What follows belongs to an exercise in optimizing a design on an open flow for a short achievable clock period; a production flow would make more cautious choices. At most, simulation tests tie the RTL to the original design; equivalence was not proved. The clock port is modelled as an ideal driver; clocking choices that lean on that would not hold on a real chip. Power figures rest on the tool's default switching activity, not on a simulated workload.

Setup of job 101:
==> flow/design.v <==
module branch_predictor #(
  parameter int ENTRIES = 16,
  parameter int INDEX_W = 4
) (
  input  logic        clk_i,
  input  logic        rst_i,
  input  logic [31:0] fetch_pc_i,
  output logic [31:0] next_pc_o,
  output logic        pred_taken_o,
  output logic [31:0] pred_target_o,
  input  logic        mem_stall_i,
  input  logic        upd_valid_i,
  input  logic [31:0] upd_pc_i,
  input  logic        upd_taken_i,
  input  logic [31:0] upd_target_i,
  input  logic        upd_pred_taken_i,
  input  logic [31:0] upd_pred_target_i,
  output logic        mispredict_o,
  output logic [31:0] redirect_pc_o,
  output logic [31:0] branch_cnt_o,
  output logic [31:0] mispred_cnt_o
);
  localparam int TAG_W = 30 - INDEX_W;
  typedef enum logic [1:0] {
    CTR_SN = 2'b00,
    CTR_WN = 2'b01,
    CTR_WT = 2'b10,
    CTR_ST = 2'b11
  } ctr_e;
  logic [ENTRIES-1:0]       valid_q;
  logic [ENTRIES-1:0][1:0]  ctr_q;
  logic [TAG_W-1:0]         tag_q    [ENTRIES];
  logic [31:0]              target_q [ENTRIES];
  logic [31:0] branch_cnt_q;
  logic [31:0] mispred_cnt_q;
  logic [INDEX_W-1:0] fetch_idx;
  logic [TAG_W-1:0]   fetch_tag;
  logic [ENTRIES-1:0] fetch_sv;    
  logic [ENTRIES-1:0] fetch_st;    
  logic [ENTRIES-1:0] fetch_nh;    
  logic [ENTRIES-1:0] fetch_nt;    
  logic [31:0]        fetch_tgt;
  assign fetch_idx = fetch_pc_i[INDEX_W+1:2];
  assign fetch_tag = fetch_pc_i[31:INDEX_W+2];
  always_comb begin
    fetch_tgt = '0;
    for (int i = 0; i < ENTRIES; i++) begin
      fetch_sv[i] = (fetch_idx == i[INDEX_W-1:0]) && valid_q[i];
      fetch_st[i] = (fetch_idx == i[INDEX_W-1:0]) && valid_q[i] && ctr_q[i][1];
      fetch_tgt   = fetch_tgt | ({32{fetch_idx == i[INDEX_W-1:0]}} & target_q[i]);
    end
  end
  for (genvar i = 0; i < ENTRIES; i++) begin : g_cmp
    logic [TAG_W-1:0] x;
    logic [6:0]       a;
    logic [2:0]       e;
    for (genvar b = 0; b < TAG_W; b++) begin : g_x
      bp_xnor2 u_x (.a(fetch_tag[b]), .b(tag_q[i][b]), .y(x[b]));
    end
    for (genvar j = 0; j < 6; j++) begin : g_a
      bp_nand4 u_a (.a(x[4*j]), .b(x[4*j+1]), .c(x[4*j+2]), .d(x[4*j+3]), .y(a[j]));
    end
    bp_nand2 u_a6 (.a(x[24]), .b(x[25]), .y(a[6]));
    bp_nor2  u_e0 (.a(a[0]), .b(a[1]), .y(e[0]));
    bp_nor2  u_e1 (.a(a[2]), .b(a[3]), .y(e[1]));
    bp_nor3  u_e2 (.a(a[4]), .b(a[5]), .c(a[6]), .y(e[2]));
    bp_nand4 u_nh (.a(e[0]), .b(e[1]), .c(e[2]), .d(fetch_sv[i]), .y(fetch_nh[i]));
    bp_nand4 u_nt (.a(e[0]), .b(e[1]), .c(e[2]), .d(fetch_st[i]), .y(fetch_nt[i]));
  end
  logic [3:0] hq, tq;
  logic [1:0] hr, tr;
  logic [3:0] hit_c, take_c;
  for (genvar j = 0; j < 4; j++) begin : g_q
    bp_nand4 u_hq (.a(fetch_nh[4*j]), .b(fetch_nh[4*j+1]), .c(fetch_nh[4*j+2]), .d(fetch_nh[4*j+3]), .y(hq[j]));
    bp_nand4 u_tq (.a(fetch_nt[4*j]), .b(fetch_nt[4*j+1]), .c(fetch_nt[4*j+2]), .d(fetch_nt[4*j+3]), .y(tq[j]));
  end
  for (genvar j = 0; j < 2; j++) begin : g_r
    bp_nor2 u_hr (.a(hq[2*j]), .b(hq[2*j+1]), .y(hr[j]));
    bp_nor2 u_tr (.a(tq[2*j]), .b(tq[2*j+1]), .y(tr[j]));
  end
  for (genvar c = 0; c < 4; c++) begin : g_c
    bp_nand2 u_hit  (.a(hr[0]), .b(hr[1]), .y(hit_c[c]));
    bp_nand2 u_take (.a(tr[0]), .b(tr[1]), .y(take_c[c]));
  end
  bp_nand2 u_taken (.a(tr[0]), .b(tr[1]), .y(pred_taken_o));
  logic [31:0] fetch_tgt_n, fetch_seq_n;
  bp_inc_n #(.W(30)) u_fetch_inc (.a_i(fetch_pc_i[31:2]), .yn_o(fetch_seq_n[31:2]));
  assign fetch_seq_n[1:0] = ~fetch_pc_i[1:0];
  assign fetch_tgt_n = ~fetch_tgt;
  for (genvar k = 0; k < 32; k++) begin : g_o
    bp_mux2i u_next (.s(take_c[k/8]), .a1(fetch_tgt_n[k]), .a0(fetch_seq_n[k]), .y(next_pc_o[k]));
    bp_and2  u_ptgt (.a(hit_c[k/8]), .b(fetch_tgt[k]), .y(pred_target_o[k]));
  end
  assign mispredict_o  = upd_valid_i &&
                         ((upd_taken_i != upd_pred_taken_i) ||
                          (upd_taken_i && (upd_target_i != upd_pred_target_i)));
  logic [31:0] upd_seq_n;
  logic [31:0] upd_target_n;
  bp_inc_n #(.W(30)) u_upd_inc (.a_i(upd_pc_i[31:2]), .yn_o(upd_seq_n[31:2]));
  assign upd_seq_n[1:0] = ~upd_pc_i[1:0];
  assign upd_target_n   = ~upd_target_i;
  for (genvar k = 0; k < 32; k++) begin : g_redirect
    bp_mux2i u_mux (.s(upd_taken_i), .a1(upd_target_n[k]), .a0(upd_seq_n[k]), .y(redirect_pc_o[k]));
  end
  logic [INDEX_W-1:0] upd_idx;
  logic [TAG_W-1:0]   upd_tag;
  logic               upd_hit;
  logic               upd_en;
  assign upd_idx = upd_pc_i[INDEX_W+1:2];
  assign upd_tag = upd_pc_i[31:INDEX_W+2];
  assign upd_hit = valid_q[upd_idx] && (tag_q[upd_idx] == upd_tag);
  assign upd_en  = upd_valid_i && !mem_stall_i;
  logic unused_pc_bits;
  assign unused_pc_bits = ^{fetch_pc_i[1:0], upd_pc_i[1:0]};
  always_ff @(posedge clk_i or posedge rst_i) begin
    if (rst_i) begin
      valid_q       <= '0;
      ctr_q         <= {ENTRIES{CTR_WN}};
      branch_cnt_q  <= '0;
      mispred_cnt_q <= '0;
    end else if (upd_en) begin
      branch_cnt_q <= branch_cnt_q + 32'd1;
      if (mispredict_o) begin
        mispred_cnt_q <= mispred_cnt_q + 32'd1;
      end
      if (upd_hit) begin
        if (upd_taken_i) begin
          if (ctr_q[upd_idx] != CTR_ST) ctr_q[upd_idx] <= ctr_q[upd_idx] + 2'd1;
        end else begin
          if (ctr_q[upd_idx] != CTR_SN) ctr_q[upd_idx] <= ctr_q[upd_idx] - 2'd1;
        end
      end else if (upd_taken_i) begin
        valid_q[upd_idx] <= 1'b1;
        ctr_q[upd_idx]   <= CTR_WT;
      end
    end
  end
  always_ff @(posedge clk_i) begin
    if (!rst_i && upd_en && upd_taken_i) begin
      target_q[upd_idx] <= upd_target_i;
      if (!upd_hit) begin
        tag_q[upd_idx] <= upd_tag;
      end
    end
  end
  assign branch_cnt_o  = branch_cnt_q;
  assign mispred_cnt_o = mispred_cnt_q;
endmodule
module bp_inc_n #(
  parameter int W = 30
) (
  input  logic [W-1:0] a_i,
  output logic [W-1:0] yn_o
);
  always_comb begin
    logic [W-1:0] p;
    p = a_i;
    for (int d = 1; d < W; d = 2 * d) begin
      for (int k = W - 1; k >= d; k--) p[k] = p[k] & p[k-d];
    end
    yn_o[0] = a_i[0];
    for (int k = 1; k < W; k++) yn_o[k] = !(a_i[k] ^ p[k-1]);
  end
endmodule
module bp_xnor2 (input logic a, input logic b, output logic y);
  assign y = !(a ^ b);
endmodule
module bp_nand2 (input logic a, input logic b, output logic y);
  assign y = !(a && b);
endmodule
module bp_nand4 (input logic a, input logic b, input logic c, input logic d, output logic y);
  assign y = !(a && b && c && d);
endmodule
module bp_nor2 (input logic a, input logic b, output logic y);
  assign y = !(a || b);
endmodule
module bp_nor3 (input logic a, input logic b, input logic c, output logic y);
  assign y = !(a || b || c);
endmodule
module bp_and2 (input logic a, input logic b, output logic y);
  assign y = a && b;
endmodule
module bp_mux2i (input logic s, input logic a1, input logic a0, output logic y);
  assign y = !(s ? a1 : a0);
endmodule
clock: 7.0 ns
lec_check: 0
abc_clock_period_in_ps: 4000
cap_margin: 20
core_margin: 2
core_utilization: 40
setup_slack_margin: 2.0
slew_margin: 20
synth_hierarchical: 1
run.sh (not shown) runs the stock make flow with config.mk's settings and CLKGATE_MAP_FILE= SYNTH_SCRIPT=/design/flow/synth_recipe.tcl, a recipe that flattens the netlist after the stock synthesis.
Job 101 was carried through to the last stage, and its layout satisfied the timing, DRC and antenna checks.
Here is what was changed in the inputs of job 102 compared with job 101.
--- a/flow/design.v
+++ b/flow/design.v
@@ -41,4 +41,5 @@
   logic [ENTRIES-1:0] fetch_nt;    
   logic [31:0]        fetch_tgt;
+  logic [31:0]        fetch_seq;
   assign fetch_idx = fetch_pc_i[INDEX_W+1:2];
   assign fetch_tag = fetch_pc_i[31:INDEX_W+2];
@@ -84,8 +85,9 @@
   end
   bp_nand2 u_taken (.a(tr[0]), .b(tr[1]), .y(pred_taken_o));
+  bp_inc #(.W(30)) u_fetch_inc (.a_i(fetch_pc_i[31:2]), .y_o(fetch_seq[31:2]));
+  assign fetch_seq[1:0] = fetch_pc_i[1:0];
   logic [31:0] fetch_tgt_n, fetch_seq_n;
-  bp_inc_n #(.W(30)) u_fetch_inc (.a_i(fetch_pc_i[31:2]), .yn_o(fetch_seq_n[31:2]));
-  assign fetch_seq_n[1:0] = ~fetch_pc_i[1:0];
   assign fetch_tgt_n = ~fetch_tgt;
+  assign fetch_seq_n = ~fetch_seq;
   for (genvar k = 0; k < 32; k++) begin : g_o
     bp_mux2i u_next (.s(take_c[k/8]), .a1(fetch_tgt_n[k]), .a0(fetch_seq_n[k]), .y(next_pc_o[k]));
@@ -95,12 +97,8 @@
                          ((upd_taken_i != upd_pred_taken_i) ||
                           (upd_taken_i && (upd_target_i != upd_pred_target_i)));
-  logic [31:0] upd_seq_n;
-  logic [31:0] upd_target_n;
-  bp_inc_n #(.W(30)) u_upd_inc (.a_i(upd_pc_i[31:2]), .yn_o(upd_seq_n[31:2]));
-  assign upd_seq_n[1:0] = ~upd_pc_i[1:0];
-  assign upd_target_n   = ~upd_target_i;
-  for (genvar k = 0; k < 32; k++) begin : g_redirect
-    bp_mux2i u_mux (.s(upd_taken_i), .a1(upd_target_n[k]), .a0(upd_seq_n[k]), .y(redirect_pc_o[k]));
-  end
+  logic [31:0] upd_seq;
+  bp_inc #(.W(30)) u_upd_inc (.a_i(upd_pc_i[31:2]), .y_o(upd_seq[31:2]));
+  assign upd_seq[1:0]  = upd_pc_i[1:0];
+  assign redirect_pc_o = upd_taken_i ? upd_target_i : upd_seq;
   logic [INDEX_W-1:0] upd_idx;
   logic [TAG_W-1:0]   upd_tag;
@@ -147,9 +145,9 @@
   assign mispred_cnt_o = mispred_cnt_q;
 endmodule
-module bp_inc_n #(
+module bp_inc #(
   parameter int W = 30
 ) (
   input  logic [W-1:0] a_i,
-  output logic [W-1:0] yn_o
+  output logic [W-1:0] y_o
 );
   always_comb begin
@@ -159,6 +157,6 @@
       for (int k = W - 1; k >= d; k--) p[k] = p[k] & p[k-d];
     end
-    yn_o[0] = a_i[0];
-    for (int k = 1; k < W; k++) yn_o[k] = !(a_i[k] ^ p[k-1]);
+    y_o[0] = !a_i[0];
+    for (int k = 1; k < W; k++) y_o[k] = a_i[k] ^ p[k-1];
   end
 endmodule
- Delta (job 102 minus job 101): summed area of non-filler cells in the final layout ~0 delta; number of non-filler instances in the completed layout -36; number of nets in the synthesized netlist -1.4%; cell count after synthesis -47; final standard cell utilization of the core +0.27 points.
No functional check of the RTL was part of job 102.

========
branch_predictor, a different RTL version from the one above (not shown whole).
Size in the first run: about 4000 cells after synthesis, roughly 300 I/O pins, about 52000 um^2 of cells after synthesis.
==> flow/design.v (excerpt) <==
module branch_predictor #(
  parameter int ENTRIES = 16,
  parameter int INDEX_W = 4
) (
  input  logic        clk_i,
  input  logic        rst_i,
  input  logic [31:0] fetch_pc_i,
  output logic [31:0] next_pc_o,
  output logic        pred_taken_o,
  output logic [31:0] pred_target_o,
  input  logic        mem_stall_i,
  input  logic        upd_valid_i,
  input  logic [31:0] upd_pc_i,
  input  logic        upd_taken_i,
  input  logic [31:0] upd_target_i,
  input  logic        upd_pred_taken_i,
  input  logic [31:0] upd_pred_target_i,
  output logic        mispredict_o,
  output logic [31:0] redirect_pc_o,
  output logic [31:0] branch_cnt_o,
  output logic [31:0] mispred_cnt_o
);
export LEC_CHECK = 0
export ABC_CLOCK_PERIOD_IN_PS = 4000
export CAP_MARGIN = 20
export CORE_MARGIN = 2
export CORE_UTILIZATION = 55
export SETUP_SLACK_MARGIN = 2.5
export SLEW_MARGIN = 20
export SYNTH_HIERARCHICAL = 1
create_clock -name core_clock -period 7.0 [get_ports {clk_i}]
standard.sh (not shown) runs the stock make flow with config.mk's settings and CLKGATE_MAP_FILE= SYNTH_SCRIPT=/design/flow/synth_recipe.tcl, a recipe that flattens the netlist after the stock synthesis.
==> flow/flow/run.sh <==
#!/bin/bash
# Standard layout, with the delay cells (clkdlybuf4s*, dlygate*, dlymetal*,
# dlybuf*), buf_1, bufbuf_* and clkinvlp_* kept out of port buffering and
# timing repair. Synthesis is the
# standard one, run unchanged first; the later steps source flow/dont_use.tcl
# through ORFS's PRE_<step>_TCL hooks, and flow/io.tcl sets pin regions
# before pin placement. Each tool's output goes to a log here.
set -euo pipefail
H="$PWD/flow/dont_use.tcl"
bash standard.sh synth > synth.log 2>&1
bash standard.sh \
  PRE_FLOORPLAN_TCL="$H" PRE_GLOBAL_PLACE_TCL="$H" PRE_RESIZE_TCL="$H" \
  PRE_DETAIL_PLACE_TCL="$H" PRE_CTS_TCL="$H" PRE_GLOBAL_ROUTE_TCL="$H" \
  PRE_DETAIL_ROUTE_TCL="$H" PRE_FILLCELL_TCL="$H" \
  PRE_IO_PLACEMENT_TCL="$PWD/flow/io.tcl" \
  finish > layout.log 2>&1
==> flow/flow/dont_use.tcl <==
# Keep delay cells, the weakest buffers and low-power clock inverters out of
# port buffering and timing repair.
set_dont_use [get_lib_cells {sky130_fd_sc_hd__clkdlybuf4s* sky130_fd_sc_hd__dlygate* sky130_fd_sc_hd__dlymetal* sky130_fd_sc_hd__dlybuf* sky130_fd_sc_hd__buf_1 sky130_fd_sc_hd__clkinvlp_* sky130_fd_sc_hd__bufbuf_*}]
==> flow/flow/io.tcl <==
# Pin regions: the fetch lookup's ports in one corner of the die, the
# resolve/update ports along the opposite edges.
set die [ord::get_die_area]
set w [lindex $die 2]
set h [lindex $die 3]
set hw [expr {int($w / 2)}]
set hh [expr {int($h / 2)}]
proc bp_ports {pats} {
  set names {}
  foreach p $pats {
    foreach port [get_ports $p] { lappend names [get_full_name $port] }
  }
  return $names
}
set_io_pin_constraint -pin_names [bp_ports {fetch_pc_i[*] pred_taken_o}] -region left:0-$hh
set_io_pin_constraint -pin_names [bp_ports {next_pc_o[*] pred_target_o[*]}] -region bottom:0-$hw
set_io_pin_constraint -pin_names [bp_ports {upd_pc_i[*] upd_target_i[*] upd_taken_i redirect_pc_o[*]}] -region right:*
set_io_pin_constraint -pin_names [bp_ports {upd_pred_target_i[*] upd_pred_taken_i upd_valid_i mem_stall_i mispredict_o}] -region top:*
The first run ran to the end with no violations.
Change:
--- a/flow/design.v
+++ b/flow/design.v
@@ -44,26 +44,23 @@
   logic [ENTRIES-1:0] valid_taken;    
   always_comb begin
     for (int i = 0; i < ENTRIES; i++) begin
       valid_taken[i] = valid_q[i] && ctr_q[i][1];
     end
   end
   logic [INDEX_W-1:0] fetch_idx_n;
-  logic [3:0]         idx_lo [2];
-  logic [3:0]         idx_hi [2];
+  logic [3:0]         idx_lo, idx_hi;
   for (genvar b = 0; b < INDEX_W; b++) begin : g_idx_n
     bp_inv u_inv (.a(fetch_idx[b]), .y(fetch_idx_n[b]));
   end
-  for (genvar c = 0; c < 2; c++) begin : g_pre
-    for (genvar m = 0; m < 4; m++) begin : g_m
-      bp_nor2 u_lo (.a(m % 2 ? fetch_idx_n[0] : fetch_idx[0]),
-                    .b(m / 2 ? fetch_idx_n[1] : fetch_idx[1]), .y(idx_lo[c][m]));
-      bp_nor2 u_hi (.a(m % 2 ? fetch_idx_n[2] : fetch_idx[2]),
-                    .b(m / 2 ? fetch_idx_n[3] : fetch_idx[3]), .y(idx_hi[c][m]));
-    end
+  for (genvar m = 0; m < 4; m++) begin : g_pre
+    bp_nor2 u_lo (.a(m % 2 ? fetch_idx_n[0] : fetch_idx[0]),
+                  .b(m / 2 ? fetch_idx_n[1] : fetch_idx[1]), .y(idx_lo[m]));
+    bp_nor2 u_hi (.a(m % 2 ? fetch_idx_n[2] : fetch_idx[2]),
+                  .b(m / 2 ? fetch_idx_n[3] : fetch_idx[3]), .y(idx_hi[m]));
   end
   logic [3:0]         dec_lo_n, dec_hi_n;
   logic [ENTRIES-1:0] fetch_dec [4];
   for (genvar m = 0; m < 4; m++) begin : g_dec_pre
     bp_nand2 u_lo (.a(m % 2 ? fetch_idx[0] : fetch_idx_n[0]),
                    .b(m / 2 ? fetch_idx[1] : fetch_idx_n[1]), .y(dec_lo_n[m]));
     bp_nand2 u_hi (.a(m % 2 ? fetch_idx[2] : fetch_idx_n[2]),
@@ -104,16 +101,16 @@
       bp_nand4 u_a (.a(x[4*j]), .b(x[4*j+1]), .c(x[4*j+2]), .d(x[4*j+3]), .y(a[j]));
     end
     for (genvar j = 0; j < 3; j++) begin : g_e
       bp_nor2 u_e (.a(a[2*j]), .b(a[2*j+1]), .y(e[j]));
     end
     logic g, sh_n, st_n;
     bp_nand2 u_g  (.a(x[24]), .b(x[25]), .y(g));
-    bp_nand3 u_sh (.a(idx_lo[i/8][i%4]), .b(idx_hi[(i/2)%2][i/4]), .c(valid_q[i]), .y(sh_n));
-    bp_nand3 u_st (.a(idx_lo[i/8][i%4]), .b(idx_hi[(i/2)%2][i/4]), .c(valid_taken[i]), .y(st_n));
+    bp_nand3 u_sh (.a(idx_lo[i%4]), .b(idx_hi[i/4]), .c(valid_q[i]), .y(sh_n));
+    bp_nand3 u_st (.a(idx_lo[i%4]), .b(idx_hi[i/4]), .c(valid_taken[i]), .y(st_n));
     bp_nor2  u_eh (.a(g), .b(sh_n), .y(eh));
     bp_nor2  u_et (.a(g), .b(st_n), .y(et));
     bp_nand4 u_nh (.a(e[0]), .b(e[1]), .c(e[2]), .d(eh), .y(fetch_nh[i]));
     bp_nand4 u_nt (.a(e[0]), .b(e[1]), .c(e[2]), .d(et), .y(fetch_nt[i]));
   end
   logic [3:0] hq [2];
   logic [3:0] tq [2];
What happened:
- The changed run passed the timing, DRC and antenna checks
- routed wire length rose by about 3%
- cell area barely changes
- die area stays flat
- clock skew rose by 0.0094 ns
- clock-buffer cell count rose by 4
- critical path depth fell by 1
- via count rose by 0.96%
- synthesized cell count stays flat
- setup slack loses 0.033 ns
- hold slack loses 0.0040 ns
- global-route usage rose by 1.2 points
- power fell by about 1.6%
- sequential cell count stays the same
- synthesized area barely changes
Only the layout flow was run in the second run of this note; the RTL was not checked for function there.

-- what the ideal ports hide --
No port has a modelled driver above. Below, the same layouts with a new extraction and two added sets of constraints.
Step 1, drivers: a clkbuf_16 drives clk_i and a buf_2 each remaining input, both assumed.
Step 2 also shifts input and output timing later by t, the mid clock arrival at the registers, as if the neighbouring blocks saw the same clock.
a / b / c = ideal ports / drivers / drivers and shift; a / b = the first two.
run	shift t [ns]	setup slack, ns	hold slack, ns	latest minus earliest clock arrival (ns)	worst data-port slew with drivers (ns)
job 101	0.801	1.872 / 1.819 / 1.121	0.464 / 0.464 / 0.464	0.079 / 0.080	0.25
job 102	0.800	1.821 / 1.777 / 1.194	0.474 / 0.474 / 0.474	0.055 / 0.055	0.24
the first run of note 2	0.764	2.225 / 2.076 / 1.942	0.466 / 0.466 / 0.466	0.037 / 0.037	0.17
the second run of note 2	0.776	2.192 / 2.063 / 2.063	0.462 / 0.462 / 0.462	0.048 / 0.049	0.17
After both steps setup and hold are still met in every run listed. For job 101, which loses most, drivers alone change the setup slack by -0.053 ns; drivers and shift together by -0.751 ns.
